From an optimization exercise on the open Yosys and OpenROAD flow, aimed at small area, a short achievable clock period and few clock cycles per item; shortcuts taken in it are not production practice.
Where RTL was checked, it was by simulation tests only, not by an equivalence proof against the original.
Only the layout flow was run in runs 1 and 2; the RTL was not checked for function there.
No activity file was given, so power comes from the tool's default toggle rates. The clock port is modelled as an ideal driver; clocking choices that lean on that would not hold on a real chip.

`flow/config.mk`:
```
export PLATFORM = sky130hd
export DESIGN_NAME = data_memory_responder
export DESIGN_NICKNAME = data_memory_responder
export VERILOG_FILES = /design/flow/design.v
export SDC_FILE = /design/flow/constraint.sdc
export NUM_CORES = 4
export LEC_CHECK = 0
export CAP_MARGIN = 20
export CORE_MARGIN = 2
export CORE_UTILIZATION = 40
export CTS_BUF_LIST = sky130_fd_sc_hd__clkbuf_16
export CTS_CLUSTER_DIAMETER = 100
export CTS_CLUSTER_SIZE = 30
export SETUP_SLACK_MARGIN = 2.65
export SLEW_MARGIN = 20
export SYNTH_HIERARCHICAL = 1
export SYNTH_MINIMUM_KEEP_SIZE = 0
```
`flow/constraint.sdc`:
```
create_clock -name core_clock -period 5.0 [get_ports {CLK}]
set_input_delay 1.0000 -clock core_clock [delete_from_list [all_inputs] [get_ports {CLK}]]
set_output_delay 1.0000 -clock core_clock [all_outputs]
set_load 0.01 [all_outputs]
```
`flow/design.v`:
```
package dmem_pkg;
  localparam int DMEM_DATA_WIDTH = 10;
  localparam int DMEM_ADDR_WIDTH = 10;
  localparam int DMEM_DEPTH = 256;
endpackage
module dm_nor2 (input logic a, input logic b, output logic y);
  assign y = !(a || b);
endmodule
module dm_nand2 (input logic a, input logic b, output logic y);
  assign y = !(a && b);
endmodule
module dm_nand4 (input logic a, input logic b, input logic c, input logic d, output logic y);
  assign y = !(a && b && c && d);
endmodule
module dm_nor4 (input logic a, input logic b, input logic c, input logic d, output logic y);
  assign y = !(a || b || c || d);
endmodule
module dm_aoi22 (input logic a1, a2, b1, b2, output logic y);
  assign y = !((a1 && a2) || (b1 && b2));
endmodule
module dm_or8 (input logic [7:0] a, input logic [7:0] b, output logic y);
  logic [3:0] t;
  for (genvar i = 0; i < 4; i++) begin : g_t
    assign t[i] = !((a[2*i] && b[2*i]) || (a[2*i+1] && b[2*i+1]));
  end
  assign y = !(&t);
endmodule
module dm_read_bit (
  input  logic [255:0] sel,
  input  logic [255:0] bits,
  output logic [3:0]   p
);
  logic [31:0] z;
  logic [15:0] u;
  for (genvar i = 0; i < 32; i++) begin : g_or8
    dm_or8 u_or8 (.a(sel[8*i+7:8*i]), .b(bits[8*i+7:8*i]), .y(z[i]));
  end
  for (genvar j = 0; j < 16; j++) begin : g_nor
    dm_nor2 u_nor (.a(z[2*j]), .b(z[2*j+1]), .y(u[j]));
  end
  for (genvar k = 0; k < 4; k++) begin : g_nand2
    dm_nand4 u_nand (.a(u[4*k]), .b(u[4*k+1]), .c(u[4*k+2]), .d(u[4*k+3]), .y(p[k]));
  end
endmodule
module data_memory_responder #(
  parameter int DATA_WIDTH = dmem_pkg::DMEM_DATA_WIDTH,
  parameter int ADDR_WIDTH = dmem_pkg::DMEM_ADDR_WIDTH,
  parameter int DEPTH = dmem_pkg::DMEM_DEPTH
) (
  input  logic                  CLK,
  input  logic                  RESET,
  input  logic                  Req_Valid_IN,
  output logic                  Req_Ready_OUT,
  input  logic                  Req_Write_IN,
  input  logic [ADDR_WIDTH-1:0] Req_Address_IN,
  input  logic [DATA_WIDTH-1:0] Req_Data_IN,
  output logic                  Resp_Valid_OUT,
  input  logic                  Resp_Ready_IN,
  output logic [DATA_WIDTH-1:0] Resp_Data_OUT,
  output logic                  Resp_Error_OUT,
  output logic                  Busy_OUT
);
  localparam int NG = 16;
  logic v1, e1;
  logic [NG-1:0] lor_n;    
  logic [NG-1:0] low_n;    
  logic [NG-1:0] hir_n;    
  logic [NG-1:0] hiw_n;    
  logic [DATA_WIDTH-1:0] d1;
  logic v2, e2;
  logic [DATA_WIDTH-1:0][3:0] p1, p2;
  logic vo, vk, vo_port;   
  logic [DATA_WIDTH-1:0] od, kd, rd_resp;
  logic oe, ke;
  logic accept, take, adv1, adv2, free2, in_range, room;
  logic full_q, busy_q, v1_d, v2_d, vo_d, vk_d;
  logic [DEPTH-1:0] rsel, wsel;
  logic [DATA_WIDTH-1:0] mem [DEPTH];
  assign Req_Ready_OUT = !full_q;
  assign room = !(v1 && v2 && vk);
  assign accept = Req_Valid_IN && room;
  assign take = vo && Resp_Ready_IN;
  assign adv2 = v2 && (!vk || take);
  assign free2 = !v2 || adv2;
  assign adv1 = v1 && free2;
  assign Resp_Valid_OUT = vo_port;
  assign Resp_Data_OUT = od;
  assign Resp_Error_OUT = oe;
  assign Busy_OUT = busy_q;
  assign in_range = Req_Address_IN[ADDR_WIDTH-1:8] == '0;
  always_ff @(posedge CLK) begin
    if (room) begin
      for (int g = 0; g < NG; g++) begin
        lor_n[g] <= Req_Address_IN[3:0] != 4'(g);
        low_n[g] <= !(Req_Write_IN && Req_Address_IN[3:0] == 4'(g));
        hir_n[g] <= !(!Req_Write_IN && in_range && Req_Address_IN[7:4] == 4'(g));
      end
      d1 <= Req_Data_IN;
      e1 <= !in_range;
    end
  end
  always_ff @(posedge CLK or negedge RESET)
    if (!RESET) hiw_n <= '1;
    else if (room)
      for (int g = 0; g < NG; g++)
        hiw_n[g] <= !(Req_Valid_IN && Req_Write_IN && in_range && Req_Address_IN[7:4] == 4'(g));
  for (genvar w = 0; w < DEPTH; w++) begin : g_sel
    dm_nor2 u_rsel (.a(lor_n[w % NG]), .b(hir_n[w / NG]), .y(rsel[w]));
    dm_nor2 u_wsel (.a(low_n[w % NG]), .b(hiw_n[w / NG]), .y(wsel[w]));
  end
  always_ff @(posedge CLK)
    for (int w = 0; w < DEPTH; w++) if (wsel[w]) mem[w] <= d1;
  for (genvar b = 0; b < DATA_WIDTH; b++) begin : g_rd
    logic [DEPTH-1:0] bits;
    for (genvar w = 0; w < DEPTH; w++) begin : g_w
      assign bits[w] = mem[w][b];
    end
    dm_read_bit u_rd (.sel(rsel), .bits(bits), .p(p1[b]));
    assign rd_resp[b] = |p2[b];
  end
  always_ff @(posedge CLK)
    if (free2) begin
      p2 <= p1;
      e2 <= e1;
    end
  always_ff @(posedge CLK) begin
    if (!vo || Resp_Ready_IN) begin
      od <= vk ? kd : rd_resp;
      oe <= vk ? ke : e2;
    end
    if (!vk || Resp_Ready_IN) begin
      kd <= rd_resp;
      ke <= e2;
    end
  end
  assign v1_d = accept || (v1 && !adv1);
  assign v2_d = adv1 || (v2 && !adv2);
  assign vo_d = take ? (vk || adv2) : (vo || adv2);
  assign vk_d = take ? (vk && adv2) : (vk || (vo && adv2));
  always_ff @(posedge CLK or negedge RESET)
    if (!RESET) begin
      v1 <= 1'b0;
      v2 <= 1'b0;
      vo <= 1'b0;
      vo_port <= 1'b0;
      vk <= 1'b0;
      full_q <= 1'b0;
      busy_q <= 1'b0;
    end else begin
      v1 <= v1_d;
      v2 <= v2_d;
      vo <= vo_d;
      vo_port <= (vo_port && Resp_Ready_IN) ? (vk || adv2) : (vo_port || adv2);
      vk <= vk_d;
      full_q <= v1_d && v2_d && vk_d;
      busy_q <= v1_d || v2_d || vo_d;
    end
endmodule
```
`flow/flow/run.sh`:
```
#!/bin/bash
# Layout flow: the standard flow (standard.sh, with the standard synthesis), changed in
# three ways:
#  - the ports get sky130_fd_sc_hd__buf_4 buffers instead of the delay buffers that
#    buffer_ports picks by default;
#  - after placement, each flip-flop that drives an output port only through the port's
#    buffer is moved next to that buffer (flow/move_outputs.tcl), then placement is legalized;
#  - clock-tree synthesis runs with the clustering and buffer settings from config.mk but
#    without dummy loads.
# Each ORFS step's full log is in orfs/logs/<platform>/data_memory_responder/base/; make's own output goes to
# standard_place.log and standard.log here, the move step's to move_outputs.log.
set -euo pipefail
export BUFFER_PORTS_ARGS="-buffer_cell sky130_fd_sc_hd__buf_4"
export CTS_ARGS="-sink_clustering_enable -repair_clock_nets -sink_clustering_size 30 -sink_clustering_max_diameter 100 -buf_list sky130_fd_sc_hd__clkbuf_16 -dont_use_dummy_load"
bash standard.sh place > standard_place.log 2>&1
R=orfs/results/${FLOW_PLATFORM}/data_memory_responder/base
IN_ODB=$R/3_place.odb OUT_ODB=$R/3_place.odb openroad -no_init -exit flow/move_outputs.tcl > move_outputs.log 2>&1
bash standard.sh > standard.log 2>&1
```
`flow/flow/move_outputs.tcl`:
```
# Place each flip-flop that drives an output port only through that port's buffer right next
# to the buffer (on the die edge), then legalize the placement.
read_db $::env(IN_ODB)
set block [ord::get_db_block]
set moved 0
foreach bt [$block getBTerms] {
  if {[$bt getIoType] != "OUTPUT"} { continue }
  set net [$bt getNet]
  set buf ""
  foreach it [$net getITerms] { if {[$it isOutputSignal]} { set buf [$it getInst] } }
  if {$buf == ""} { continue }
  set n2 ""
  foreach it [$buf getITerms] { if {[$it isInputSignal]} { set n2 [$it getNet] } }
  if {$n2 == "" || [llength [$n2 getITerms]] != 2} { continue }
  set drv ""
  foreach it [$n2 getITerms] { if {[$it isOutputSignal]} { set drv [$it getInst] } }
  if {$drv == "" || ![string match "*df*" [[$drv getMaster] getName]]} { continue }
  lassign [$buf getLocation] bx by
  puts "move [$drv getName] from [$drv getLocation] to $bx $by ([$bt getName])"
  $drv setLocation $bx $by
  incr moved
}
puts "moved $moved"
detailed_placement
check_placement -verbose
write_db $::env(OUT_ODB)
```
`flow/standard.sh`:
```
#!/bin/bash
# synth_recipe.tcl (not shown) runs the flow's synth.tcl, then flattens the netlist and writes it again
# the make line also repeats each setting of config.mk as NAME=value (left out here)
make -C /OpenROAD-flow-scripts/flow DESIGN_CONFIG=/design/flow/config.mk WORK_HOME=/design/flow/orfs CLKGATE_MAP_FILE= SYNTH_SCRIPT=/design/flow/synth_recipe.tcl "${@:-finish}"
```
==> results of run 1 <==
==> timing repair <==
item                                    in CTS  in global routing
endpoints found under the setup margin     830                220
gates resized for setup                    112                 67
buffers inserted                            57                  3
pin swaps                                    1                  0
==> worst max-delay path: cells and delay by family (launching register included) <==
kind	cells	cell delay (ns)
buffers and inverters	1	0.50
flip-flops	1	0.92
AND/OR/NAND/NOR	1	0.77
==> final cells by class <==
class	instances	area [sq um]
well taps	3185	3990
inverters	4	20.0
multi-input cells	2465	15700
diodes	8	20.0
fillers	20800	135000
clock buffers	104	2600
flip-flops and latches	2705	81100
repair buffers	172	1870
==> worst max path at each step <==
stage                   from          end  cells past startpoint
finish              low_n[4]    mem[4][0]                      2
CTS                 low_n[4]  mem[228][7]                      2
global route        low_n[4]   mem[52][6]                      2
global placement    lor_n[4]       p2[38]                      5
detailed placement  lor_n[3]        p2[1]                      6
floorplan              d1[0]    mem[0][0]                      0
==> cells in the mapped netlist <==
cell type  number  area (sq um)
nor3_2          1          10.0
edfxtp_1     2682         80500
or2_2           1          6.26
dfstp_2        16           420
clkbuf_1        4          15.0
nand2b_1        5          31.3
dfrtp_1         7           175
and2b_1         1          7.51
a31oi_1         5          31.3
nand4bb_1       1          11.3
a22o_1          1          8.76
inv_1           3          11.3
o21a_1          1          7.51
buf_2           6          30.0
nor3_1          3          15.0
and3_4          2          22.5
inv_2           1          3.75
or3_1           1          6.26
nor2_1        698          2620
or4_4          10           113
nand3_1         9          45.0
nor2b_1         6          37.5
a21oi_1        13          65.1
nand2_1        46           173
and2_1          5          31.3
a22oi_1      1280          9610
mux2_2         11           124
nand4_1       361          2260
o21ai_0         3          15.0
and3_1          1          6.26
==> per-module statistics from Yosys, one instance, submodules excluded, a selection <==
module                 area (sq um)  times used  cells inside
data_memory_responder         82100           1          2872
dm_nand4                       6.26          40             1
dm_nor2                        3.75         672             1
dm_or8                         36.3         320             5
==> power by group through the flow <==
stage	sequential, uW	combinational, uW	clock (uW)
2_1_floorplan	30800	502	0
3_3_place_gp	29500	4710	0
3_5_place_dp	29400	4930	0
4_1_cts	28900	5070	10300
5_1_grt	28900	5280	11000
6_report	28900	5060	10100
==> sequential cells by signal, summed over array words and instances (netlist names) <==
name	flops
full_q	1
e2	1
p2	40
d1	10
vk	1
od	10
hiw_n	16
v2	1
vo	1
v1	1
vo_port	1
e1	1
lor_n	16
mem	2560
low_n	16
kd	10
ke	1
busy_q	1
oe	1
hir_n	16
==> logic make-up (layout without fill, tap and decap cells) <==
group	Yosys count	in the layout	synth area share
buffers and inverters	14	280	0.000623
other	0	8	0
AO/OA/AOI/OAI	1303	1303	0.101
multiplexers	11	11	0.00128
flip-flops	2705	2705	0.841
AND/OR/NAND/NOR	1151	1151	0.0559
==> stage by stage <==
step | util | cell area, sq um
2_1_floorplan | - | 96500
3_3_place_gp | 0.422 | 101000
3_5_place_dp | 0.423 | 101000
4_1_cts | 0.437 | 105000
5_1_grt | 0.439 | 105000
6_report | 0.439 | 105000
==> per-layer routing <==
metal	track usage	part of all wire	vias to the layer above
li1	-	-	22300
met1	0.306	0.40	27700
met2	0.342	0.47	2772
met3	0.0391	0.095	436
met4	0.0728	0.038	10
met5	0	0.00026	-
==> reports/summary.txt, run 1 <==
Worst Skew: 0.0828 ns
DRT Wirelength: 273000 um
grt ovf: 0
Final #Nets: 5477
HPWL after DPL: 171000 um
final worst slack: 2.43 ns
clk buf depth: 3
die height: 495 um
I/O pin cnt: 39
worst-skew pair later-pin latency: 0.82 ns
endpoints failing setup: 0
total power: 44100 uW
worst path required time: 5.42 ns
Net Sw Power: 11500 uW
Startpoint Class: flip-flop
via/cell ratio: 6.16
total die area: 245000 sq um
largest net degree at the start of global routing: 179
Worst Path Arrival: 2.98 ns
wire per inst: 31.6 um
Largest stage delay, worst path: 0.92 ns
fraction of layout cells with a size suffix above 1: 0.0855
commonest non-fill, non-tap cells in the layout: edfxtp_1 (2682), a22oi_1 (1271), nor2_1 (561), nand4_1 (361), nor2_2 (130)
Clk network pwr share: 0.230
Slew Limit Fails: 0
First DRT Iteration DRCs: 8463
library cells used by synthesis: 30
FF-to-FF Start: low_n[4]
RSZ-0062 raised after global routing: true
final hold slack: 0.102 ns
Net Sw Frac: 0.261
critical path class: flip-flop to flip-flop
CTS hold repair buffers: 0
post-synthesis register bit count: 2705
row count: 180
post-route insts no fill: 8643
PortBufs: 38
worst min path class: primary input to async pin
Final Critical Period: 2.57 ns
sequential fraction of design power: 0.655
crit path cell chain: buf_4 > nor2_1
initial antenna violation count: 15
Cell Int Power: 32600 uW
drt pass-1 iters: 6
P_leak: 0.0300 uW
R2R Path End: mem[4][0]
final hold viol count: 0
Yosys warnings: 8
cell area power density: 419 nW/um^2
Placed Cells: 8469
Die W: 495 um
cell depth of the worst flop-to-flop path: 2
Synthesized Nets: 5209
Seq/Total Area, Yosys: 0.841
Post-Syn Area: 96400 sq um
Synth Instances: 5184
Starting Density: 0.402
H-tree Lvls: 3
critical path peak fanout: 10
status: timing/DRC/antenna clean
Post-Place Setup Slack: 1.91 ns
mean post-synth cell area: 18.6 sq um
vias in the first global route: 50600
crit share post-route: 0.514
CP Capture Type: flip-flop
total negative setup slack: 0 ns
count of max-cap constraint violations: 0
area growth from synthesis to layout: 9.20%
Fmax: 389 MHz
commonest non-fill, non-tap cell in the layout: edfxtp_1
Routed Antenna Nets: 0
worst-margin pin slew: 1.26 ns
Final GP Congestion: 0.891
Worst VDD drop: 0.000545 V
GRT Overall Usage: 0.217
Comb power frac: 0.115
Clk pin slew, worst setup/hold paths: 0.11 ns
first-pass GRT wire length: 382000 um
TritonCTS buffer count: 104
core box area: 240000 sq um
Residual DRC: 0
CTS tree: yes
Via Count: 53200
slowest stage cell on the critical path: edfxtp_1
Slew HR: 0.161
CTS root buffer: clkbuf_16
Clock Sinks: 2705
Reg2Reg Setup Slack: 2.43 ns
==> inputs of run 2 (changes only) <==
==> flow/flow/move_outputs.tcl (replaced) <==
# Place the flip-flop behind each output port right next to the port's buffer, then legalize
# the placement. From the buffer, the script walks back through single-input cells (buffers,
# inverters) that drive nothing else, moving each next to the buffer too, until it reaches a
# flip-flop whose output drives at most two other pins; it moves that flip-flop as well.
read_db $::env(IN_ODB)
set block [ord::get_db_block]
set moved 0
proc driver_of {net} {
  foreach it [$net getITerms] { if {[$it isOutputSignal]} { return [$it getInst] } }
  return ""
}
proc inputs_of {inst} {
  set nets {}
  foreach it [$inst getITerms] {
    if {[$it isInputSignal] && [$it getNet] != "NULL"} { lappend nets [$it getNet] }
  }
  return $nets
}
foreach bt [$block getBTerms] {
  if {[$bt getIoType] != "OUTPUT"} { continue }
  set buf [driver_of [$bt getNet]]
  if {$buf == ""} { continue }
  lassign [$buf getLocation] bx by
  set cur $buf
  set chain {}
  for {set i 0} {$i < 4} {incr i} {
    set ins [inputs_of $cur]
    if {[llength $ins] != 1} { break }
    set n [lindex $ins 0]
    set drv [driver_of $n]
    if {$drv == ""} { break }
    set master [[$drv getMaster] getName]
    set loads [expr {[llength [$n getITerms]] - 1}]
    if {[string match "*__df*" $master] || [string match "*__edf*" $master]} {
      if {$loads <= 3} {
        foreach c $chain { $c setLocation $bx $by; incr moved }
        puts "move [$drv getName] ($master) from [$drv getLocation] to $bx $by for [$bt getName], through [llength $chain] cells"
        $drv setLocation $bx $by
        incr moved
      }
      break
    }
    if {$loads != 1} { break }
    lappend chain $drv
    set cur $drv
  }
}
puts "moved $moved"
detailed_placement
check_placement -verbose
write_db $::env(OUT_ODB)
==> run 2 against run 1 <==
  * Synthesized cell count did not move
  * Final cell count is essentially flat
  * Combinational power barely moved
  * Critical endpoint unchanged
  * Largest power group unchanged
==> reports/summary.txt, run 2 <==
status: timing/DRC/antenna clean
most frequent cells after synthesis: edfxtp_1 (2682), a22oi_1 (1280), nor2_1 (698), nand4_1 (361), nand2_1 (46)
crit path cell chain: buf_4 > nor2_1
Synth Instances: 5184 (unchanged)
most common cell in the synthesized netlist: edfxtp_1
R2R Path End: mem[4][0]
worst path required time: 5.42 ns (about the same)
CP Capture Type: flip-flop
Worst Path Arrival: 3.02 ns (+0.04 ns)
vias in the first global route: 50700 (+0.099%)
commonest non-fill, non-tap cell in the layout: edfxtp_1
HPWL after DPL: 171000 um (unchanged)
fraction of layout cells with a size suffix above 1: 0.0861 (+0.000550)
Clk pin slew, worst setup/hold paths: 0.11 ns (about the same)
H-tree Lvls: 3 (unchanged)
Worst VDD drop: 0.000545 V (-0.13%)
Reg2Reg Setup Slack: 2.40 ns (-0.03 ns)
largest net degree at the start of global routing: 179 (unchanged)
Net Sw Power: 11500 uW (about the same)
total power: 44100 uW (about the same)
Final Cell Area: 105000 sq um (about the same)
Yosys warnings: 8 (unchanged)
count of max-cap constraint violations: 0 (unchanged)
Slew HR: 0.129 (-0.0325)
Post-synth EDFFs: 2682 (unchanged)
asr flop ratio synth: 0.00850 (unchanged)
die height: 495 um (unchanged)
Worst Skew: 0.0813 ns (-0.00156 ns)
final hold viol count: 0 (unchanged)
wire per inst: 31.6 um (about the same)
post-synthesis register bit count: 2705 (unchanged)
dominant cell type by area after synthesis: edfxtp_1
Comb power frac: 0.115 (about the same)
Post-DP Area: 101000 sq um (unchanged)
grt ovf: 0 (unchanged)
Seq/Total Area, Yosys: 0.841 (unchanged)
first-pass GRT wire length: 381000 um (about the same)
endpoints failing setup: 0 (unchanged)
commonest non-fill, non-tap cells in the layout: edfxtp_1 (2682), a22oi_1 (1270), nor2_1 (558), nand4_1 (361), nor2_2 (133)
Die W: 495 um (unchanged)
Yosys top cell area share: 0.835 (unchanged)
Post-Syn Area: 96400 sq um (unchanged)
largest cells by area after synthesis: edfxtp_1 (84%), a22oi_1 (10%), nor2_1 (2.7%)
Net Sw Frac: 0.261 (about the same)
row count: 180 (unchanged)
GRT Overall Usage: 0.217 (about the same)
Residual DRC: 0 (unchanged)
total die area: 245000 sq um (unchanged)
Placed Cells: 8469 (unchanged)
Fmax: 385 MHz (-1.1%)
Final GP Congestion: 0.891 (unchanged)
TritonCTS buffer count: 104 (unchanged)
post-route insts no fill: 8645 (+0.023%)
critical path peak fanout: 10 (unchanged)
Startpoint Class: flip-flop
sequential fraction of design power: 0.655 (about the same)
fillers: 20800 (+0.014%)
RSZ-0062 raised after global routing: true
critical path class: flip-flop to flip-flop
Clock Sinks: 2705 (unchanged)
DRT Wirelength: 273000 um (about the same)
Slew Limit Fails: 0 (unchanged)
via/cell ratio: 6.17 (+0.13%)
slowest stage cell on the critical path: edfxtp_1
area growth from synthesis to layout: 9.21% (about the same)
clk buf depth: 3 (unchanged)
P_leak: 0.0300 uW (about the same)
initial antenna violation count: 15 (unchanged)
Most used DFF post-synth: edfxtp_1
library cells used by synthesis: 30 (unchanged)
FF-to-FF Start: low_n[4]
crit share post-route: 0.519 (+0.00566)
Clk network pwr share: 0.230 (about the same)
cell area power density: 419 nW/um^2 (about the same)
cell depth of the worst flop-to-flop path: 2 (unchanged)
Reg with most FFs: mem
mean post-synth cell area: 18.6 sq um (unchanged)
worst-margin pin slew: 1.31 ns (+0.0488 ns)
worst min path class: primary input to async pin
CTS hold repair buffers: 0 (unchanged)
Cell Int Power: 32600 uW (about the same)
drt pass-1 iters: 6 (unchanged)
First DRT Iteration DRCs: 7861 (-7.1%)
worst-skew pair later-pin latency: 0.82 ns (about the same)
PortBufs: 38 (unchanged)
Largest stage delay, worst path: 0.94 ns (+0.02 ns)
Final #Nets: 5477 (unchanged)
CTS root buffer: clkbuf_16
core box area: 240000 sq um (unchanged)
Regs by FF count: mem x2560, p2 x40
Largest register FFs: 2560 (unchanged)
Starting Density: 0.402 (unchanged)
Final Critical Period: 2.60 ns (+0.0283 ns)
CTS tree: yes
I/O pin cnt: 39 (unchanged)
Routed Antenna Nets: 0 (unchanged)
Synthesized Nets: 5209 (unchanged)
total negative setup slack: 0 ns (unchanged)
Via Count: 53300 (+0.15%)
## run 2: changes by cell type in the layout (fill, tap and decap cells not counted), sizes merged
cell | before | now
diode | 8 | 10
## run 2: per-layer routing
metal | part of all wire | vias up | global-route usage
li1 | - | 22300 | -
met1 | 0.40 | 27800 | 0.305
met2 | 0.47 | 2823 | 0.341
met3 | 0.094 | 438 | 0.0398
met4 | 0.039 | 10 | 0.0750
met5 | 0.00023 | - | 0
## run 2: what timing repair did
action	in CTS	in global routing
cloned	0	0
setup endpoints to repair	840	201
pin swaps	1	0
buffers inserted	57	3
resized for setup	114	67
## run 2: how the worst max path moves through the flow
stage | start | end | slack (ns)
floorplan | d1[0] | mem[0][0] | 0.95
global placement | lor_n[4] | p2[38] | 1.72
detailed placement | lor_n[3] | p2[1] | 1.91
CTS | low_n[4] | mem[4][0] | 2.48
global route | low_n[4] | mem[4][0] | 2.45
finish | low_n[4] | mem[4][0] | 2.40
## run 2: power groups by stage
stage	clock, uW	sequential, uW	combinational [uW]
detailed placement	0	29400	4930
finish	10100	28900	5060
floorplan	0	30800	502
global placement	0	29500	4710
global route	10900	28900	5280
CTS	10300	28900	5070
## run 2: per-module statistics from Yosys (local to each module, per instance), a selection
module                 cell area, sq um  cells inside  times used  flops+latches
data_memory_responder             82100          2872           1           2705
dm_nand4                           6.26             1          40              0
dm_nor2                            3.75             1         672              0
dm_or8                             36.3             5         320              0
## run 2: logic make-up (layout without fill, tap and decap cells)
| family | count (synthesis) | after routing | synth area share |
|---|---|---|---|
| other | 0 | 10 | 0 |
| AND/OR/NAND/NOR | 1151 | 1151 | 0.0559 |
| buffers and inverters | 14 | 280 | 0.000623 |
| multiplexers | 11 | 11 | 0.00128 |
| flip-flops | 2705 | 2705 | 0.841 |
| AO/OA/AOI/OAI | 1303 | 1303 | 0.101 |
## run 2: layout make-up
| cell class | instances | area [sq um] | share of cell area |
|---|---|---|---|
| clock buffer | 104 | 2600 | 0.0247 |
| inverter | 4 | 20.0 | 0.000190 |
| multi-input combinational | 2465 | 15700 | 0.149 |
| antenna | 10 | 25.0 | 0.000238 |
| timing repair buffer | 172 | 1860 | 0.0177 |
| tap | 3185 | 3990 | 0.0378 |
| sequential | 2705 | 81100 | 0.770 |
## run 2: worst max-delay path, delay by kind of cell (launching register included)
kind | cells | cell delay, ns
DFF | 1 | 0.94
buffers and inverters | 1 | 0.50
and+or+nand+nor | 1 | 0.77
## run 2: per-stage QoR
stage / util / setup slack, ns / hold WS [ns]
after floorplan: - / 0.954 / 0.400
after global placement: 0.422 / 1.72 / 0.401
after detailed placement: 0.423 / 1.91 / 0.405
after CTS: 0.437 / 2.48 / 0.0515
after global routing: 0.439 / 2.45 / 0.0697
final: 0.439 / 2.40 / 0.101
==> inputs of run 3 (changes only) <==
--- a/flow/design.v
+++ b/flow/design.v
@@ -6,4 +6,7 @@
 module dm_nor2 (input logic a, input logic b, output logic y);
   assign y = !(a || b);
+endmodule
+module dm_and2 (input logic a, input logic b, output logic y);
+  assign y = a && b;
 endmodule
 module dm_nand2 (input logic a, input logic b, output logic y);
@@ -64,7 +67,7 @@
   logic v1, e1;
   logic [NG-1:0] lor_n;    
-  logic [NG-1:0] low_n;    
+  logic [NG-1:0] low;      
   logic [NG-1:0] hir_n;    
-  logic [NG-1:0] hiw_n;    
+  logic [NG-1:0] hiw;      
   logic [DATA_WIDTH-1:0] d1;
   logic v2, e2;
@@ -93,5 +96,5 @@
       for (int g = 0; g < NG; g++) begin
         lor_n[g] <= Req_Address_IN[3:0] != 4'(g);
-        low_n[g] <= !(Req_Write_IN && Req_Address_IN[3:0] == 4'(g));
+        low[g] <= Req_Write_IN && Req_Address_IN[3:0] == 4'(g);
         hir_n[g] <= !(!Req_Write_IN && in_range && Req_Address_IN[7:4] == 4'(g));
       end
@@ -101,11 +104,11 @@
   end
   always_ff @(posedge CLK or negedge RESET)
-    if (!RESET) hiw_n <= '1;
+    if (!RESET) hiw <= '0;
     else if (room)
       for (int g = 0; g < NG; g++)
-        hiw_n[g] <= !(Req_Valid_IN && Req_Write_IN && in_range && Req_Address_IN[7:4] == 4'(g));
+        hiw[g] <= Req_Valid_IN && Req_Write_IN && in_range && Req_Address_IN[7:4] == 4'(g);
   for (genvar w = 0; w < DEPTH; w++) begin : g_sel
     dm_nor2 u_rsel (.a(lor_n[w % NG]), .b(hir_n[w / NG]), .y(rsel[w]));
-    dm_nor2 u_wsel (.a(low_n[w % NG]), .b(hiw_n[w / NG]), .y(wsel[w]));
+    dm_and2 u_wsel (.a(low[w % NG]), .b(hiw[w / NG]), .y(wsel[w]));
   end
   always_ff @(posedge CLK)
==> run 3 against run 2 <==
  * Final cell count increased by 0.54%
  * First-iteration DRC count grew 2.8%
  * Largest power group unchanged
  * Design area up 0.66%
  * Synthesized cell count is essentially flat
  * Critical path depth increased by 6
  * Critical path type unchanged
  * Wire length up 1.1%
  * Still clean
  * Synthesized area rose by 0.65%
  * Register-to-register slack gained 0.20 ns
  * Count of clock-buffer cells in the layout fell by 2
==> reports/summary.txt, run 3 <==
status: timing/DRC/antenna clean
Comb power frac: 0.084 (-0.031)
fraction of layout cells with a size suffix above 1: 0.0712 (-0.0148)
most frequent cells after synthesis: edfxtp_1 (2682), a22oi_1 (1280), nor2_1 (438), nand4_1 (362), and2_1 (256)
drt pass-1 iters: 6 (unchanged)
most common cell in the synthesized netlist: edfxtp_1
Regs by FF count: mem x2560, p2 x40
fillers: 20600 (-0.55%)
TritonCTS buffer count: 102 (-1.9%)
P_leak: 0.0310 uW (+3.4%)
clk buf depth: 3 (unchanged)
Final GP Congestion: 0.875 (-1.8%)
Seq/Total Area, Yosys: 0.836 (-0.00565)
Worst VDD drop: 0.000305 V (-44%)
worst path bufs/invs: 3 (+2)
Residual DRC: 0 (unchanged)
cell depth of the worst flop-to-flop path: 8 (+6)
Post-synth EDFFs: 2682 (unchanged)
commonest non-fill, non-tap cell in the layout: edfxtp_1
post-synthesis register bit count: 2705 (unchanged)
Clk pin slew, worst setup/hold paths: 0.11 ns (about the same)
endpoints failing setup: 0 (unchanged)
largest cells by area after synthesis: edfxtp_1 (83%), a22oi_1 (9.9%), nand4_1 (2.3%)
Fmax: 416 MHz (+8.1%)
Die W: 497 um (+0.32%)
Most used DFF post-synth: edfxtp_1
Yosys warnings: 8 (unchanged)
Final #Nets: 5502 (+0.46%)
dominant cell type by area after synthesis: edfxtp_1
Clock Sinks: 2705 (unchanged)
HPWL after DPL: 173000 um (+1.1%)
initial antenna violation count: 25 (+10)
crit share post-route: 0.480 (-0.0391)
GRT Overall Usage: 0.218 (+0.00123)
CP delay by family, top: simple AND/OR/NAND/NOR gates
grt ovf: 0 (unchanged)
worst min path class: primary input to async pin
First DRT Iteration DRCs: 8080 (+2.8%)
sequential fraction of design power: 0.668 (+0.013)
total negative setup slack: 0 ns (unchanged)
Worst Path Arrival: 2.93 ns (-0.09 ns)
Synthesized Nets: 5214 (+0.096%)
area growth from synthesis to layout: 9.22% (about the same)
slowest stage cell on the critical path: edfxtp_1
commonest non-fill, non-tap cells in the layout: edfxtp_1 (2682), a22oi_1 (1275), nor2_1 (370), nand4_1 (362), and2_1 (256)
Routed Antenna Nets: 0 (unchanged)
FF+latch area: 81100 sq um (about the same)
Clk network pwr share: 0.248 (+0.018)
Final Critical Period: 2.40 ns (-0.196 ns)
Slew Limit Fails: 0 (unchanged)
grt peak-use layer: met2
CTS root buffer: clkbuf_16
CTS tree: yes
FF-to-FF Start: lor_n[2]
Reg2Reg Setup Slack: 2.60 ns (+0.20 ns)
Starting Density: 0.403 (+0.00110)
die height: 497 um (+0.32%)
Yosys top cell area share: 0.830 (-0.00540)
H-tree Lvls: 3 (unchanged)
final hold viol count: 0 (unchanged)
I/O pin cnt: 39 (unchanged)
met2 usage: 0.347 (+0.00581)
core box area: 241000 sq um (+0.38%)
wire per inst: 31.7 um (+0.52%)
asr flop ratio synth: 0.00850 (unchanged)
worst-skew pair later-pin latency: 0.79 ns (-0.03 ns)
Synth Instances: 5189 (+0.096%)
Slew HR: 0.235 (+0.106)
via/cell ratio: 6.19 (+0.42%)
Largest register FFs: 2560 (unchanged)
GR Util met1: 0.306 (+0.000856)
total die area: 247000 sq um (+0.65%)
worst-margin pin slew: 1.15 ns (-0.159 ns)
Reg with most FFs: mem
count of max-cap constraint violations: 0 (unchanged)
largest net degree at the start of global routing: 189 (+5.6%)
Via Count: 53800 (+0.97%)
mean post-synth cell area: 18.7 sq um (+0.55%)
vias in the first global route: 51000 (+0.58%)
critical path peak fanout: 10 (unchanged)
cell area power density: 380 nW/um^2 (-9.4%)
PortBufs: 38 (unchanged)
Net Sw Power: 9710 uW (-16%)
first-pass GRT wire length: 384000 um (+0.78%)
DRT Wirelength: 276000 um (+1.1%)
M3 GR Usage: 0.0359 (-0.00389)
final hold slack: 0.105 ns (+0.00423 ns)
Worst Skew: 0.0843 ns (+0.00305 ns)
row count: 180 (unchanged)
Startpoint Class: flip-flop
Largest stage delay, worst path: 0.39 ns (-0.55 ns)
Cell Int Power: 30500 uW (-6.3%)
Net Sw Frac: 0.241 (-0.0197)
CP Capture Type: flip-flop
CTS hold repair buffers: 0 (unchanged)
worst path required time: 5.53 ns (+0.11 ns)
R2R Path End: p2[27]
Post-Syn Area: 97100 sq um (+0.65%)
combined area of the multi-input logic cells: 16100 sq um (+2.8%)
critical path class: flip-flop to flip-flop
library cells used by synthesis: 32 (+6.7%)
crit path cell chain: buf_12 > buf_12 > buf_4 > nor2_2 > a22oi_1 > nand4_1 > nor2_1 > nand4_1
RSZ-0062 raised after global routing: true
==> run 3: per-stage QoR <==
| step | setup slack (ns) | std cells | utilization | total power (uW) | cell area, sq um |
|---|---|---|---|---|---|
| after floorplan | 0.954 | 5189 | - | 28200 | 97100 |
| after global placement | 1.71 | 8473 | 0.423 | 30500 | 102000 |
| after detailed placement | 1.68 | 8476 | 0.424 | 30600 | 102000 |
| after CTS | 2.59 | 8655 | 0.439 | 40400 | 106000 |
| after global routing | 2.59 | 8666 | 0.440 | 41100 | 106000 |
| final | 2.60 | 8692 | 0.440 | 40200 | 106000 |
==> run 3: area by class of cell <==
type,instances,share of cell area
inverters,4,0.000177
multi-input cells,2470,0.152
diodes,32,0.000755
well taps,3185,0.0376
repair buffers,194,0.0202
clock buffers,102,0.0241
flip-flops and latches,2705,0.765
==> run 3: what timing repair did <==
item                       4_1_cts  5_1_grt
setup buffers                   77        4
pin swaps                        1        3
resized for setup               61       46
setup endpoints to repair      370       54
==> run 3: cell families after synthesis <==
family	after synthesis	share of synthesized area
AO/OA/AOI/OAI	1303	0.100
buffers and inverters	14	0.000734
multiplexers	11	0.00128
flip-flops	2705	0.836
AND/OR/NAND/NOR	1156	0.0621
==> run 3: power groups by stage <==
stage               clock network, uW  registers (uW)  logic, uW
global route                    10800           26900       3410
floorplan                           0           27800        376
CTS                             10200           26800       3350
global placement                    0           27500       2960
finish                          10000           26900       3370
detailed placement                  0           27500       3070
==> run 3: how the worst max path moves through the flow <==
stage,cells past startpoint,slack [ns],to,startpoint
finish,8,2.60,p2[27],lor_n[2]
global route,2,2.59,Req_Ready_OUT,full_q
CTS,1,2.59,Resp_Data_OUT[3],od[3]
detailed placement,6,1.68,p2[28],lor_n[7]
global placement,6,1.71,p2[33],lor_n[14]
floorplan,0,0.95,mem[0][0],d1[0]
==> run 3: layer usage <==
layer,share of wire,vias to the layer above
met5,0.00028,-
met4,0.035,10
met3,0.096,396
met2,0.47,2824
met1,0.39,28200
li1,-,22400
==> run 3: modules after synthesis, one instance, submodules excluded, a selection <==
module,times used,cells
data_memory_responder,1,2877
dm_and2,256,1
dm_nand4,40,1
dm_nor2,416,1
dm_or8,320,5
Testbench counts of run 3, summed over its fixed seeds: cycles 24,024, items 24,000.
==> inputs of run 4 (changes only) <==
--- a/flow/design.v
+++ b/flow/design.v
@@ -66,5 +66,6 @@
   localparam int NG = 16;
   logic v1, e1;
-  logic [NG-1:0] lor_n;    
+  logic [NG-1:0] lora_n;   
+  logic [NG-1:0] lorb_n;   
   logic [NG-1:0] low;      
   logic [NG-1:0] hir_n;    
@@ -95,5 +96,6 @@
     if (room) begin
       for (int g = 0; g < NG; g++) begin
-        lor_n[g] <= Req_Address_IN[3:0] != 4'(g);
+        lora_n[g] <= !(!Req_Address_IN[7] && Req_Address_IN[3:0] == 4'(g));
+        lorb_n[g] <= !(Req_Address_IN[7] && Req_Address_IN[3:0] == 4'(g));
         low[g] <= Req_Write_IN && Req_Address_IN[3:0] == 4'(g);
         hir_n[g] <= !(!Req_Write_IN && in_range && Req_Address_IN[7:4] == 4'(g));
@@ -109,5 +111,6 @@
         hiw[g] <= Req_Valid_IN && Req_Write_IN && in_range && Req_Address_IN[7:4] == 4'(g);
   for (genvar w = 0; w < DEPTH; w++) begin : g_sel
-    dm_nor2 u_rsel (.a(lor_n[w % NG]), .b(hir_n[w / NG]), .y(rsel[w]));
+    dm_nor2 u_rsel (.a(w < DEPTH / 2 ? lora_n[w % NG] : lorb_n[w % NG]), .b(hir_n[w / NG]),
+                    .y(rsel[w]));
     dm_and2 u_wsel (.a(low[w % NG]), .b(hiw[w / NG]), .y(wsel[w]));
   end
--- a/flow/config.mk
+++ b/flow/config.mk
@@ -12,5 +12,5 @@
 export CTS_CLUSTER_DIAMETER = 100
 export CTS_CLUSTER_SIZE = 30
-export SETUP_SLACK_MARGIN = 2.65
+export SETUP_SLACK_MARGIN = 2.7
 export SLEW_MARGIN = 20
 export SYNTH_HIERARCHICAL = 1
==> run 4 against run 3 <==
  * Register-to-register slack better by 0.08 ns
  * Setup slack gained 0.030 ns
  * Sequential power is essentially flat
  * Highest routed layer unchanged
  * Non-clock buffer count grew 11
  * Fmax grew 1.3%
  * Still clean
  * Via count is 2.3% lower
==> reports/summary.txt, run 4 <==
commonest non-fill, non-tap cells in the layout: edfxtp_1 (2698), a22oi_1 (1280), nor2_1 (414), nand4_1 (360), and2_1 (260)
Net Sw Power: 9430 uW (-3.0%)
clk buf depth: 3 (unchanged)
Startpoint Class: flip-flop
endpoints failing setup: 0 (unchanged)
die height: 498 um (+0.35%)
Routed Antenna Nets: 0 (unchanged)
Final Cell Area: 107000 sq um (+0.66%)
asr flop ratio synth: 0.00845 (-0.0000500)
slowest stage cell on the critical path: edfxtp_1
PortBufs: 38 (unchanged)
via/cell ratio: 6.01 (-2.9%)
Cell Int Power: 30700 uW (+0.57%)
P_leak: 0.0313 uW (+0.86%)
Die W: 498 um (+0.35%)
Reg with most FFs: mem
final hold viol count: 0 (unchanged)
sequential fraction of design power: 0.672 (+0.004)
count of max-cap constraint violations: 0 (unchanged)
worst path bufs/invs: 1 (-2)
CP Capture Type: output port
mean post-synth cell area: 18.7 sq um (about the same)
worst-margin pin slew: 1.11 ns (-0.0336 ns)
Via Count: 52600 (-2.3%)
Reg2Reg Setup Slack: 2.68 ns (+0.08 ns)
Most used DFF post-synth: edfxtp_1
worst path required time: 4.00 ns (-1.53 ns)
Synthesized Nets: 5254 (+0.77%)
Worst VDD drop: 0.000316 V (+3.8%)
commonest non-fill, non-tap cell in the layout: edfxtp_1
worst min path class: primary input to async pin
most common cell in the synthesized netlist: edfxtp_1
largest cells by area after synthesis: edfxtp_1 (83%), a22oi_1 (9.8%), nand4_1 (2.3%)
Synth Instances: 5229 (+0.77%)
Worst Skew: 0.0887 ns (+0.00436 ns)
CP delay by family, top: flip-flops
wire per inst: 29.6 um (-6.6%)
Largest stage delay, worst path: 0.42 ns (+0.03 ns)
First DRT Iteration DRCs: 7360 (-8.9%)
Final Critical Period: 2.37 ns (-0.0297 ns)
Yosys warnings: 8 (unchanged)
Regs by FF count: mem x2560, p2 x40
Yosys top cell area share: 0.829 (-0.000904)
worst-skew pair later-pin latency: 0.81 ns (+0.02 ns)
Slew Limit Fails: 0 (unchanged)
H-tree Lvls: 3 (unchanged)
final design utilization: 0.439 (-0.00117)
HPWL after DPL: 168000 um (-2.9%)
vias in the first global route: 50600 (-0.63%)
RSZ-0062 raised after global routing: true
Worst Path Arrival: 1.37 ns (-1.56 ns)
CTS tree: yes
Clk network pwr share: 0.250 (+0.002)
critical path peak fanout: 1 (-9)
most frequent cells after synthesis: edfxtp_1 (2698), a22oi_1 (1280), nor2_1 (439), nand4_1 (360), and2_1 (260)
DRT Wirelength: 259000 um (-6.0%)
TritonCTS buffer count: 103 (+0.98%)
Largest register FFs: 2560 (unchanged)
Clk pin slew, worst setup/hold paths: 0.11 ns (about the same)
total power: 40100 uW (-0.28%)
Post-Syn Area: 97800 sq um (+0.71%)
core box area: 243000 sq um (+0.93%)
largest net degree at the start of global routing: 195 (+3.2%)
crit path cell chain: buf_6
status: timing/DRC/antenna clean
first-pass GRT wire length: 367000 um (-4.6%)
Final #Nets: 5549 (+0.85%)
total die area: 248000 sq um (+0.70%)
Net Sw Frac: 0.235 (-0.00648)
CTS root buffer: clkbuf_16
final worst slack: 2.63 ns (+0.0297 ns)
Post-DP Area: 103000 sq um (+0.58%)
drt pass-1 iters: 6 (unchanged)
GRT Overall Usage: 0.203 (-0.0151)
Final GP Congestion: 0.861 (-1.6%)
dominant cell type by area after synthesis: edfxtp_1
Comb power frac: 0.078 (-0.006)
I/O pin cnt: 39 (unchanged)
library cells used by synthesis: 37 (+16%)
Seq/Total Area, Yosys: 0.835 (-0.000946)
critical path class: flip-flop to output port
Fmax: 422 MHz (+1.3%)
Residual DRC: 0 (unchanged)
grt ovf: 0 (unchanged)
area growth from synthesis to layout: 9.17% (about the same)
Post-Place Setup Slack: 2.08 ns (+0.402 ns)
crit share post-route: 0.474 (-0.00594)
Clock Sinks: 2721 (+0.59%)
cell area power density: 376 nW/um^2 (-0.94%)
initial antenna violation count: 40 (+60%)
Starting Density: 0.402 (-0.000899)
row count: 181 (+0.56%)
Post-synth EDFFs: 2698 (+0.60%)
total negative setup slack: 0 ns (unchanged)
post-synthesis register bit count: 2721 (+0.59%)
fraction of layout cells with a size suffix above 1: 0.0663 (-0.00495)
Slew HR: 0.255 (+0.0196)
run 4: cells by family (layout without fill, tap and decap cells):
family,Yosys count,count (layout),share of synthesized area
simple gates,1174,1175,0.0627
other cells,0,27,0
compound gates,1303,1303,0.100
buf+inv,20,312,0.00132
mux,11,11,0.00127
flops,2721,2721,0.835
run 4: power groups by stage:
stage,combinational (uW),clock (uW),sequential (uW)
global route,3200,11000,27000
CTS,3120,10300,26900
detailed placement,2680,0,27700
global placement,2520,0,27700
finish,3120,10000,27000
floorplan,403,0,28000
run 4: through the flow:
stage | cells | hold WS, ns
finish | 8751 | 0.109
global route | 8731 | 0.0925
CTS | 8721 | 0.0521
detailed placement | 8520 | 0.406
global placement | 8516 | 0.403
floorplan | 5229 | 0.400
run 4: Yosys stat by module, one instance, submodules excluded, excerpt:
module | cells inside | flip-flops and latches | copies in the design | area [sq um]
data_memory_responder | 2917 | 2721 | 1 | 82700
dm_or8 | 5 | 0 | 320 | 36.3
dm_and2 | 1 | 0 | 256 | 6.26
dm_nand4 | 1 | 0 | 40 | 6.26
dm_nor2 | 1 | 0 | 416 | 3.75
run 4: path summary, 6_finish.rpt:
check	start	to	cells past startpoint
hold / removal	RESET	v2	1
max in group asynchronous	RESET	vk	1
min in group core_clock	Req_Data_IN[6]	d1[6]	1
setup reg to reg	low[1]	mem[177][7]	2
hold reg to reg	e1	e2	0
setup / recovery	od[5]	Resp_Data_OUT[5]	1
run 4: timing repair:
action | CTS | global route
pin swaps | 1 | 0
gates resized for setup | 23 | 20
setup endpoints to repair | 765 | 40
setup buffers | 97 | 3
hold buffers | 0 | 0
gates cloned | 1 | 0
run 4: metal layers:
layer	share of wire	wire [um]	global-route usage
met3	0.090	23500	0.0306
met1	0.40	103000	0.283
met2	0.48	124000	0.329
met4	0.033	8630	0.0666
met5	0.00012	31	0
run 4: cell type report:
class | count | area (sq um)
Antenna cell | 27 | 67.6
Timing Repair Buffer | 205 | 2340
Sequential cell | 2721 | 81600
Fill cell | 20900 | 136000
Tap cell | 3202 | 4010
Multi-Input combinational cell | 2489 | 16100
Clock buffer | 103 | 2580
Inverter | 4 | 18.8
Testbench counts of run 4, summed over its fixed seeds: cycles 24,024, items 24,000.
==> inputs of run 5 (changes only) <==
--- a/flow/config.mk
+++ b/flow/config.mk
@@ -6,5 +6,5 @@
 export NUM_CORES = 4
 export LEC_CHECK = 0
-export CAP_MARGIN = 20
+export CAP_MARGIN = 5
 export CORE_MARGIN = 2
 export CORE_UTILIZATION = 40
@@ -13,5 +13,5 @@
 export CTS_CLUSTER_SIZE = 30
 export SETUP_SLACK_MARGIN = 2.7
-export SLEW_MARGIN = 20
+export SLEW_MARGIN = 5
 export SYNTH_HIERARCHICAL = 1
 export SYNTH_MINIMUM_KEEP_SIZE = 0
==> run 5 against run 4 <==
  * Design area hardly changed
  * Global-route usage hardly changed
  * Total power hardly changed
  * Count of clock-buffer cells in the layout is 1 lower
  * Final cell count is 0.30% higher
  * Synthesized cell count stayed put
  * Fmax is 0.40% higher
  * Wire length hardly changed
  * Critical path depth stayed put
  * Clock skew is 0.012 ns higher
  * Die area stayed put
  * Largest power group unchanged
==> reports/summary.txt, run 5 <==
Via Count: 52700 (+0.15%)
sequential fraction of design power: 0.671 (about the same)
Final Cell Area: 107000 sq um (about the same)
worst path bufs/invs: 1 (unchanged)
Most used DFF post-synth: edfxtp_1
first-pass GRT wire length: 367000 um (about the same)
Slew HR: 0.278 (+0.0239)
Final #Nets: 5568 (+0.34%)
Startpoint Class: flip-flop
commonest non-fill, non-tap cells in the layout: edfxtp_1 (2698), a22oi_1 (1280), nor2_1 (418), nand4_1 (360), and2_1 (260)
total die area: 248000 sq um (unchanged)
library cells used by synthesis: 37 (unchanged)
worst-skew pair later-pin latency: 0.81 ns (about the same)
fraction of layout cells with a size suffix above 1: 0.0689 (+0.00266)
Slew Limit Fails: 0 (unchanged)
slowest stage cell on the critical path: dfrtp_1
First DRT Iteration DRCs: 7586 (+3.1%)
Yosys warnings: 8 (unchanged)
Routed Antenna Nets: 0 (unchanged)
Residual DRC: 0 (unchanged)
Fmax: 423 MHz (+0.40%)
Synth Instances: 5229 (unchanged)
Synthesized Nets: 5254 (unchanged)
cell area power density: 376 nW/um^2 (about the same)
GRT Overall Usage: 0.203 (about the same)
total negative setup slack: 0 ns (unchanged)
final design utilization: 0.439 (about the same)
largest net degree at the start of global routing: 195 (unchanged)
critical path peak fanout: 2 (+1)
PortBufs: 38 (unchanged)
initial antenna violation count: 40 (unchanged)
asr flop ratio synth: 0.00845 (unchanged)
crit share post-route: 0.472 (-0.00187)
HPWL after DPL: 168000 um (-0.26%)
wire per inst: 29.6 um (-0.22%)
RSZ-0062 raised after global routing: true
Largest stage delay, worst path: 0.41 ns (about the same)
H-tree Lvls: 3 (unchanged)
worst path required time: 4.00 ns (about the same)
Die W: 498 um (unchanged)
vias in the first global route: 50900 (+0.42%)
Worst Skew: 0.101 ns (+0.0124 ns)
final hold slack: 0.107 ns (-0.00235 ns)
Clk pin slew, worst setup/hold paths: 0.11 ns (about the same)
clk buf depth: 3 (unchanged)
most common cell in the synthesized netlist: edfxtp_1
crit path cell chain: buf_6
mean post-synth cell area: 18.7 sq um (unchanged)
critical path class: flip-flop to output port
Clk network pwr share: 0.249 (about the same)
area growth from synthesis to layout: 9.25% (about the same)
Largest register FFs: 2560 (unchanged)
CTS root buffer: clkbuf_16
Starting Density: 0.402 (unchanged)
Net Sw Frac: 0.235 (+0.000321)
Post-DP Area: 103000 sq um (about the same)
TritonCTS buffer count: 102 (-0.97%)
drt pass-1 iters: 6 (unchanged)
most frequent cells after synthesis: edfxtp_1 (2698), a22oi_1 (1280), nor2_1 (439), nand4_1 (360), and2_1 (260)
endpoints failing setup: 0 (unchanged)
Clock Sinks: 2721 (unchanged)
Post-Syn Area: 97800 sq um (unchanged)
Final Critical Period: 2.36 ns (-0.00935 ns)
Regs by FF count: mem x2560, p2 x40
largest cells by area after synthesis: edfxtp_1 (83%), a22oi_1 (9.8%), nand4_1 (2.3%)
final hold viol count: 0 (unchanged)
die height: 498 um (unchanged)
CP Capture Type: output port
status: timing/DRC/antenna clean
CTS tree: yes
CP delay by family, top: flip-flops
Reg with most FFs: mem
Post-synth EDFFs: 2698 (unchanged)
count of max-cap constraint violations: 0 (unchanged)
worst-margin pin slew: 1.08 ns (-0.0317 ns)
Worst VDD drop: 0.000262 V (-17%)
post-synthesis register bit count: 2721 (unchanged)
Net Sw Power: 9440 uW (+0.14%)
P_leak: 0.0313 uW (+0.13%)
Yosys top cell area share: 0.829 (unchanged)
Final GP Congestion: 0.861 (unchanged)
via/cell ratio: 6.00 (-0.15%)
worst min path class: primary input to async pin
core box area: 243000 sq um (unchanged)
DRT Wirelength: 259000 um (about the same)
I/O pin cnt: 39 (unchanged)
commonest non-fill, non-tap cell in the layout: edfxtp_1
dominant cell type by area after synthesis: edfxtp_1
grt ovf: 0 (unchanged)
Seq/Total Area, Yosys: 0.835 (unchanged)
Worst Path Arrival: 1.36 ns (about the same)
Cell Int Power: 30700 uW (about the same)
Comb power frac: 0.080 (+0.002)
row count: 181 (unchanged)
[run 5: power by group through the flow]
stage                     Clock, uW  Combinational, uW  Sequential, uW
final                         10000               3210           26900
after global routing          10900               3270           26900
after CTS                     10200               3160           26900
after detailed placement          0               2600           27700
after global placement            0               2520           27700
after floorplan                   0                403           28000
[run 5: metrics by stage]
stage | setup WS [ns] | cells | total power (uW)
finish | 2.64 | 8777 | 40100
global route | 2.59 | 8754 | 41100
CTS | 2.57 | 8733 | 40200
detailed placement | 1.88 | 8516 | 30300
global placement | 1.91 | 8516 | 30300
floorplan | 0.954 | 5229 | 28400
[run 5: final cells by class]
cell class                      count  area (sq um)
Clock buffer                      102          2550
Tap cell                         3202          4010
Fill cell                       20900        136000
Timing Repair inverter              3          22.5
Sequential cell                  2721         81600
Multi-Input combinational cell   2489         16100
Inverter                            4          18.8
Timing Repair Buffer              222          2410
Antenna cell                       34          85.1
[run 5: worst paths after layout]
kind	end	slack, ns	from	cells past startpoint
worst max-delay path	Resp_Valid_OUT	2.64	vo_port	1
worst min-delay path	full_q	0.11	RESET	1
worst max register to register	p2[11]	2.73	lorb_n[11]	6
worst min register to register	e2	0.43	e1	0
max in group asynchronous	vk	4.59	RESET	1
min in group core_clock	d1[8]	0.38	Req_Data_IN[8]	1
[run 5: modules after synthesis, one instance, submodules excluded, a selection]
module	times used	cells	flops+latches
dm_and2	256	1	0
dm_nand4	40	1	0
dm_or8	320	5	0
data_memory_responder	1	2917	2721
dm_nor2	416	1	0
[run 5: kinds of logic after synthesis]
| logic type | after synthesis | synth area share |
|---|---|---|
| buf+inv | 20 | 0.00132 |
| mux | 11 | 0.00127 |
| simple gates | 1174 | 0.0627 |
| flops | 2721 | 0.835 |
| compound gates | 1303 | 0.100 |
[run 5: per-layer routing]
metal / global-route usage / share of wire / wire length, um
met1: 0.282 / 0.40 / 105000
met2: 0.326 / 0.48 / 124000
met3: 0.0290 / 0.084 / 21700
met4: 0.0749 / 0.036 / 9370
met5: 0 / 0.000050 / 13
[run 5: what timing repair did]
item                       4_1_cts  5_1_grt
pin swaps                        1        0
setup buffers                  112        9
hold buffers                     0        0
setup endpoints to repair     1079      104
gates cloned                     3        1
gates resized for setup         21       22
==> inputs of run 6 (changes only) <==
--- a/flow/flow/run.sh
+++ b/flow/flow/run.sh
@@ -12,5 +12,5 @@
 set -euo pipefail
 export BUFFER_PORTS_ARGS="-buffer_cell sky130_fd_sc_hd__buf_4"
-export CTS_ARGS="-sink_clustering_enable -repair_clock_nets -sink_clustering_size 30 -sink_clustering_max_diameter 100 -buf_list sky130_fd_sc_hd__clkbuf_16 -dont_use_dummy_load"
+export CTS_ARGS="-sink_clustering_enable -repair_clock_nets -sink_clustering_size 20 -sink_clustering_max_diameter 70 -buf_list sky130_fd_sc_hd__clkbuf_16 -dont_use_dummy_load"
 bash standard.sh place > standard_place.log 2>&1
 R=orfs/results/${FLOW_PLATFORM}/data_memory_responder/base
--- a/flow/config.mk
+++ b/flow/config.mk
@@ -10,6 +10,6 @@
 export CORE_UTILIZATION = 40
 export CTS_BUF_LIST = sky130_fd_sc_hd__clkbuf_16
-export CTS_CLUSTER_DIAMETER = 100
-export CTS_CLUSTER_SIZE = 30
+export CTS_CLUSTER_DIAMETER = 70
+export CTS_CLUSTER_SIZE = 20
 export SETUP_SLACK_MARGIN = 2.7
 export SLEW_MARGIN = 5
==> run 6 against run 5 <==
  * Still clean
  * Sequential share of layout area fell by 1.0 points
  * Die area did not move
  * Sequential power barely moved
  * Design area rose by 1.3%
  * Via count rose by 0.88%
  * Core utilization rose by 0.58 points
  * Register-to-register slack got worse by 0.02 ns
  * Clock power rose by 25%
  * Critical path depth did not move
  * Hold slack got worse by 0.043 ns
  * Setup slack got worse by 0.042 ns
  * Critical endpoint unchanged
  * Highest routed layer unchanged
==> reports/summary.txt, run 6 <==
status: timing/DRC/antenna clean
most frequent cells after synthesis: edfxtp_1 (2698), a22oi_1 (1280), nor2_1 (439), nand4_1 (360), and2_1 (260)
via/cell ratio: 6.03 (+0.43%)
core box area: 243000 sq um (unchanged)
cell depth of the worst flop-to-flop path: 6 (unchanged)
Residual DRC: 0 (unchanged)
Worst VDD drop: 0.000425 V (+62%)
Final #Nets: 5619 (+0.92%)
PortBufs: 38 (unchanged)
library cells used by synthesis: 37 (unchanged)
Starting Density: 0.402 (unchanged)
fraction of layout cells with a size suffix above 1: 0.0783 (+0.00939)
worst min path class: primary input to async pin
total power: 42600 uW (+6.3%)
largest cells by area after synthesis: edfxtp_1 (83%), a22oi_1 (9.8%), nand4_1 (2.3%)
crit path cell chain: buf_6
Yosys warnings: 8 (unchanged)
dominant cell type by area after synthesis: edfxtp_1
crit share post-route: 0.481 (+0.00835)
Yosys top cell area share: 0.829 (unchanged)
die height: 498 um (unchanged)
Routed Antenna Nets: 0 (unchanged)
H-tree Lvls: 4 (+1)
Slew HR: 0.257 (-0.0216)
Post-synth EDFFs: 2698 (unchanged)
Clk pin slew, worst setup/hold paths: 0.08 ns (-0.03 ns)
worst-skew pair later-pin latency: 0.86 ns (+0.05 ns)
most common cell in the synthesized netlist: edfxtp_1
Largest register FFs: 2560 (unchanged)
commonest non-fill, non-tap cells in the layout: edfxtp_1 (2698), a22oi_1 (1280), nor2_1 (413), nand4_1 (360), and2_1 (260)
Synthesized Nets: 5254 (unchanged)
Worst Skew: 0.0958 ns (-0.00527 ns)
endpoints failing setup: 0 (unchanged)
Clock Sinks: 2721 (unchanged)
Slew Limit Fails: 0 (unchanged)
R2R Path End: p2[35]
clk buf depth: 3 (unchanged)
commonest non-fill, non-tap cell in the layout: edfxtp_1
CTS tree: yes
Final GP Congestion: 0.861 (unchanged)
critical path endpoint: Resp_Valid_OUT
Reg2Reg Setup Slack: 2.71 ns (-0.02 ns)
total negative setup slack: 0 ns (unchanged)
slowest stage cell on the critical path: dfrtp_1
CP delay by family, top: flip-flops
critical path class: flip-flop to output port
post-route insts no fill: 8816 (+0.44%)
WP depth: 1 (unchanged)
First DRT Iteration DRCs: 7288 (-3.9%)
post-synthesis register bit count: 2721 (unchanged)
Largest stage delay, worst path: 0.40 ns (about the same)
Worst Path Arrival: 1.40 ns (+0.04 ns)
RSZ-0062 raised after global routing: true
critical path peak fanout: 2 (unchanged)
largest net degree at the start of global routing: 195 (unchanged)
Fmax: 416 MHz (-1.7%)
wire per inst: 29.7 um (+0.43%)
Reg with most FFs: mem
HPWL after DPL: 168000 um (unchanged)
Synth Instances: 5229 (unchanged)
Die W: 498 um (unchanged)
worst path bufs/invs: 1 (unchanged)
count of max-cap constraint violations: 0 (unchanged)
FF-to-FF Start: lorb_n[11]
Placed Cells: 8516 (unchanged)
first-pass GRT wire length: 370000 um (+0.93%)
Seq/Total Area, Yosys: 0.835 (unchanged)
area growth from synthesis to layout: 10.7%
I/O pin cnt: 39 (unchanged)
Startpoint Class: flip-flop
row count: 181 (unchanged)
final hold viol count: 0 (unchanged)
Regs by FF count: mem x2560, p2 x40
initial antenna violation count: 40 (unchanged)
Final Critical Period: 2.40 ns (+0.0417 ns)
total die area: 248000 sq um (unchanged)
drt pass-1 iters: 6 (unchanged)
P_leak: 0.0320 uW (+2.2%)
worst path required time: 4.00 ns (about the same)
Setup crit start: vo_port
Via Count: 53100 (+0.88%)
grt ovf: 0 (unchanged)
Post-Syn Area: 97800 sq um (unchanged)
asr flop ratio synth: 0.00845 (unchanged)
Most used DFF post-synth: edfxtp_1
cell area power density: 394 nW/um^2 (+4.9%)
vias in the first global route: 51400 (+1.0%)
CP Capture Type: output port
mean post-synth cell area: 18.7 sq um (unchanged)
final worst slack: 2.60 ns (-0.0417 ns)
GRT Overall Usage: 0.206 (+0.00256)
CTS root buffer: clkbuf_16
TritonCTS buffer count: 161 (+58%)
DRT Wirelength: 262000 um (+0.87%)
worst-margin pin slew: 1.11 ns (+0.0324 ns)
Post-Place Setup Slack: 1.88 ns (unchanged)
[run 6: cell counts after synthesis]
Identical to the previous run, type by type.
[run 6: worst min path at each step]
stage / cells past startpoint / endpoint / slack, ns
floorplan: 0 / e2 / 0.40
global placement: 0 / e2 / 0.40
detailed placement: 0 / e2 / 0.41
CTS: 1 / v2 / 0.03
global route: 1 / vo_port / 0.06
finish: 1 / v2 / 0.06
[run 6: timing repair]
action	in CTS	in global routing
resized for setup	21	27
cloned	3	1
hold buffers	0	0
setup buffers	107	6
pin swaps	1	0
setup endpoints to repair	1081	113
[run 6: cell type report]
| type | count | area, sq um |
|---|---|---|
| clock buffer | 161 | 4030 |
| antenna | 22 | 55.1 |
| timing repair buffer | 214 | 2360 |
| sequential | 2721 | 81600 |
| timing repair inverter | 3 | 22.5 |
| multi-input combinational | 2489 | 16100 |
| tap | 3202 | 4010 |
| inverter | 4 | 18.8 |
| fill | 20800 | 135000 |
[run 6: metrics by stage]
| step | hold slack [ns] | utilization | instance area [sq um] |
|---|---|---|---|
| 6_report | 0.0639 | 0.445 | 108000 |
| 5_1_grt | 0.0554 | 0.445 | 108000 |
| 4_1_cts | 0.0280 | 0.444 | 108000 |
| 3_5_place_dp | 0.406 | 0.422 | 103000 |
| 3_3_place_gp | 0.403 | 0.422 | 103000 |
| 2_1_floorplan | 0.400 | - | 97800 |
[run 6: kinds of logic after synthesis]
logic type,count (synthesis),share of synthesized area
flops,2721,0.835
simple gates,1174,0.0627
compound gates,1303,0.100
mux,11,0.00127
buf+inv,20,0.00132
[run 6: metal layers]
layer  global-route usage  wire (um)  share of wire  vias up
li1                     -          -              -    22700
met1                0.284     103000           0.39    27500
met2                0.330     125000           0.48     2546
met3               0.0329      23800          0.091      410
met4               0.0752       9400          0.036        4
met5                    0         21       0.000080        -
[run 6: Yosys stat by module (local to each module, per instance), a selection]
module,times used,flip-flops and latches,cells,cell area [sq um]
dm_and2,256,0,1,6.26
data_memory_responder,1,2721,2917,82700
dm_nand4,40,0,1,6.26
dm_or8,320,0,5,36.3
dm_nor2,416,0,1,3.75
[run 6: power by group]
| part | switching, uW | leakage, uW | internal (uW) |
|---|---|---|---|
| registers | 454 | 0.0247 | 26500 |
| clock network | 6820 | 0.00198 | 5700 |
| logic | 2660 | 0.00537 | 530 |
| total | 9930 | 0.0320 | 32700 |
==> inputs of run 7 (changes only) <==
--- a/flow/flow/run.sh
+++ b/flow/flow/run.sh
@@ -12,5 +12,5 @@
 set -euo pipefail
 export BUFFER_PORTS_ARGS="-buffer_cell sky130_fd_sc_hd__buf_4"
-export CTS_ARGS="-sink_clustering_enable -repair_clock_nets -sink_clustering_size 20 -sink_clustering_max_diameter 70 -buf_list sky130_fd_sc_hd__clkbuf_16 -dont_use_dummy_load"
+export CTS_ARGS="-sink_clustering_enable -repair_clock_nets -sink_clustering_size 30 -sink_clustering_max_diameter 100 -buf_list {sky130_fd_sc_hd__clkbuf_8 sky130_fd_sc_hd__clkbuf_16} -dont_use_dummy_load"
 bash standard.sh place > standard_place.log 2>&1
 R=orfs/results/${FLOW_PLATFORM}/data_memory_responder/base
--- a/flow/config.mk
+++ b/flow/config.mk
@@ -9,7 +9,7 @@
 export CORE_MARGIN = 2
 export CORE_UTILIZATION = 40
-export CTS_BUF_LIST = sky130_fd_sc_hd__clkbuf_16
-export CTS_CLUSTER_DIAMETER = 70
-export CTS_CLUSTER_SIZE = 20
+export CTS_BUF_LIST = sky130_fd_sc_hd__clkbuf_8 sky130_fd_sc_hd__clkbuf_16
+export CTS_CLUSTER_DIAMETER = 100
+export CTS_CLUSTER_SIZE = 30
 export SETUP_SLACK_MARGIN = 2.7
 export SLEW_MARGIN = 5
==> run 7 against run 6 <==
  * Still clean
  * Core utilization fell by 0.58 points
  * Fmax increased by 1.8%
  * Global-route usage shrank 0.26 points
  * Wire length shrank 0.86%
  * Sequential share of layout area increased by 1.0 points
  * Highest routed layer unchanged
==> reports/summary.txt, run 7 <==
Synthesized Nets: 5254 (unchanged)
Startpoint Class: flip-flop
Final #Nets: 5568 (-0.91%)
wire per inst: 29.6 um (-0.42%)
Post-synth EDFFs: 2698 (unchanged)
Clock Sinks: 2721 (unchanged)
HPWL after DPL: 168000 um (unchanged)
Die W: 498 um (unchanged)
initial antenna violation count: 40 (unchanged)
Clk network pwr share: 0.249 (-0.045)
Worst Path Arrival: 1.36 ns (-0.04 ns)
Cell Int Power: 30700 uW (-6.2%)
Clk pin slew, worst setup/hold paths: 0.11 ns (+0.03 ns)
fraction of layout cells with a size suffix above 1: 0.0689 (-0.00939)
Routed Antenna Nets: 0 (unchanged)
clk buf depth: 3 (unchanged)
via/cell ratio: 6.00 (-0.43%)
area growth from synthesis to layout: 9.25%
Post-DP Area: 103000 sq um (unchanged)
routed wl met3: 21700 um (-8.7%)
First DRT Iteration DRCs: 7586 (+4.1%)
worst path bufs/invs: 1 (unchanged)
I/O pin cnt: 39 (unchanged)
die height: 498 um (unchanged)
drt pass-1 iters: 6 (unchanged)
Final GP Congestion: 0.861 (unchanged)
endpoints failing setup: 0 (unchanged)
Comb power frac: 0.080 (+0.005)
Worst Skew: 0.101 ns (+0.00527 ns)
CP Capture Type: output port
Largest register FFs: 2560 (unchanged)
Via Count: 52700 (-0.87%)
Regs by FF count: mem x2560, p2 x40
most common cell in the synthesized netlist: edfxtp_1
Residual DRC: 0 (unchanged)
asr flop ratio synth: 0.00845 (unchanged)
status: timing/DRC/antenna clean
crit path cell chain: buf_6
Post-Syn Area: 97800 sq um (unchanged)
Slew Limit Fails: 0 (unchanged)
largest net degree at the start of global routing: 195 (unchanged)
critical path class: flip-flop to output port
Most used DFF post-synth: edfxtp_1
total negative setup slack: 0 ns (unchanged)
final hold viol count: 0 (unchanged)
worst-skew pair later-pin latency: 0.81 ns (-0.05 ns)
post-synthesis register bit count: 2721 (unchanged)
commonest non-fill, non-tap cells in the layout: edfxtp_1 (2698), a22oi_1 (1280), nor2_1 (418), nand4_1 (360), and2_1 (260)
CTS root buffer: clkbuf_16
==> run 7: changes by cell type in the layout (fill, tap and decap cells not counted) <==
cell       previous run  this run
nor2_2               26        21
clkbuf_16           161       102
buf_4               144       153
nor2_1              413       418
buf_12               56        55
diode_2              22        34
==> run 7: Yosys stat by module, one instance, submodules excluded, a selection <==
module,flip-flops and latches,times used,cell area (sq um)
dm_nor2,0,416,3.75
data_memory_responder,2721,1,82700
dm_or8,0,320,36.3
dm_and2,0,256,6.26
dm_nand4,0,40,6.26
==> run 7: area by class of cell <==
class	count	area, sq um	share of cell area
Timing Repair Buffer	222	2410	0.0225
Antenna cell	34	85.1	0.000797
Multi-Input combinational cell	2489	16100	0.151
Sequential cell	2721	81600	0.764
Timing Repair inverter	3	22.5	0.000211
Tap cell	3202	4010	0.0375
Clock buffer	102	2550	0.0239
Inverter	4	18.8	0.000176
==> run 7: path summary, 6_finish.rpt <==
path,start,endpoint,slack [ns],depth (start not counted)
setup / recovery,vo_port,Resp_Valid_OUT,2.64,1
hold / removal,RESET,full_q,0.11,1
setup reg to reg,lorb_n[11],p2[11],2.73,6
hold reg to reg,e1,e2,0.43,0
max in group asynchronous,RESET,vk,4.59,1
min in group core_clock,Req_Data_IN[8],d1[8],0.38,1
==> run 7: kinds of logic after synthesis <==
group | after synthesis | synth area share
compound gates | 1303 | 0.100
buf+inv | 20 | 0.00132
flops | 2721 | 0.835
mux | 11 | 0.00127
simple gates | 1174 | 0.0627
==> run 7: power by group through the flow <==
stage / Sequential [uW] / Clock [uW] / Combinational (uW)
final: 26900 / 10000 / 3210
after global routing: 26900 / 10900 / 3270
after CTS: 26900 / 10200 / 3160
after detailed placement: 27700 / 0 / 2600
after global placement: 27700 / 0 / 2520
after floorplan: 28000 / 0 / 403
==> run 7: routing by layer <==
metal | GRT usage | up-vias
met3 | 0.0290 | 356
met1 | 0.282 | 27500
met4 | 0.0749 | 2
li1 | - | 22600
met2 | 0.326 | 2309
met5 | 0 | -
==> run 7: timing repair <==
| action | 4_1_cts | 5_1_grt |
|---|---|---|
| setup buffers | 112 | 9 |
| pin swaps | 1 | 0 |
| setup endpoints to repair | 1079 | 104 |
| cloned | 3 | 1 |
| hold buffers | 0 | 0 |
| resized for setup | 21 | 22 |
==> run 7: through the flow <==
| step | total power, uW | util | setup WS, ns | cells | hold slack [ns] |
|---|---|---|---|---|---|
| 2_1_floorplan | 28400 | - | 0.954 | 5229 | 0.400 |
| 3_3_place_gp | 30300 | 0.422 | 1.91 | 8516 | 0.403 |
| 3_5_place_dp | 30300 | 0.422 | 1.88 | 8516 | 0.406 |
| 4_1_cts | 40200 | 0.438 | 2.57 | 8733 | 0.0524 |
| 5_1_grt | 41100 | 0.439 | 2.59 | 8754 | 0.0927 |
| 6_report | 40100 | 0.439 | 2.64 | 8777 | 0.107 |
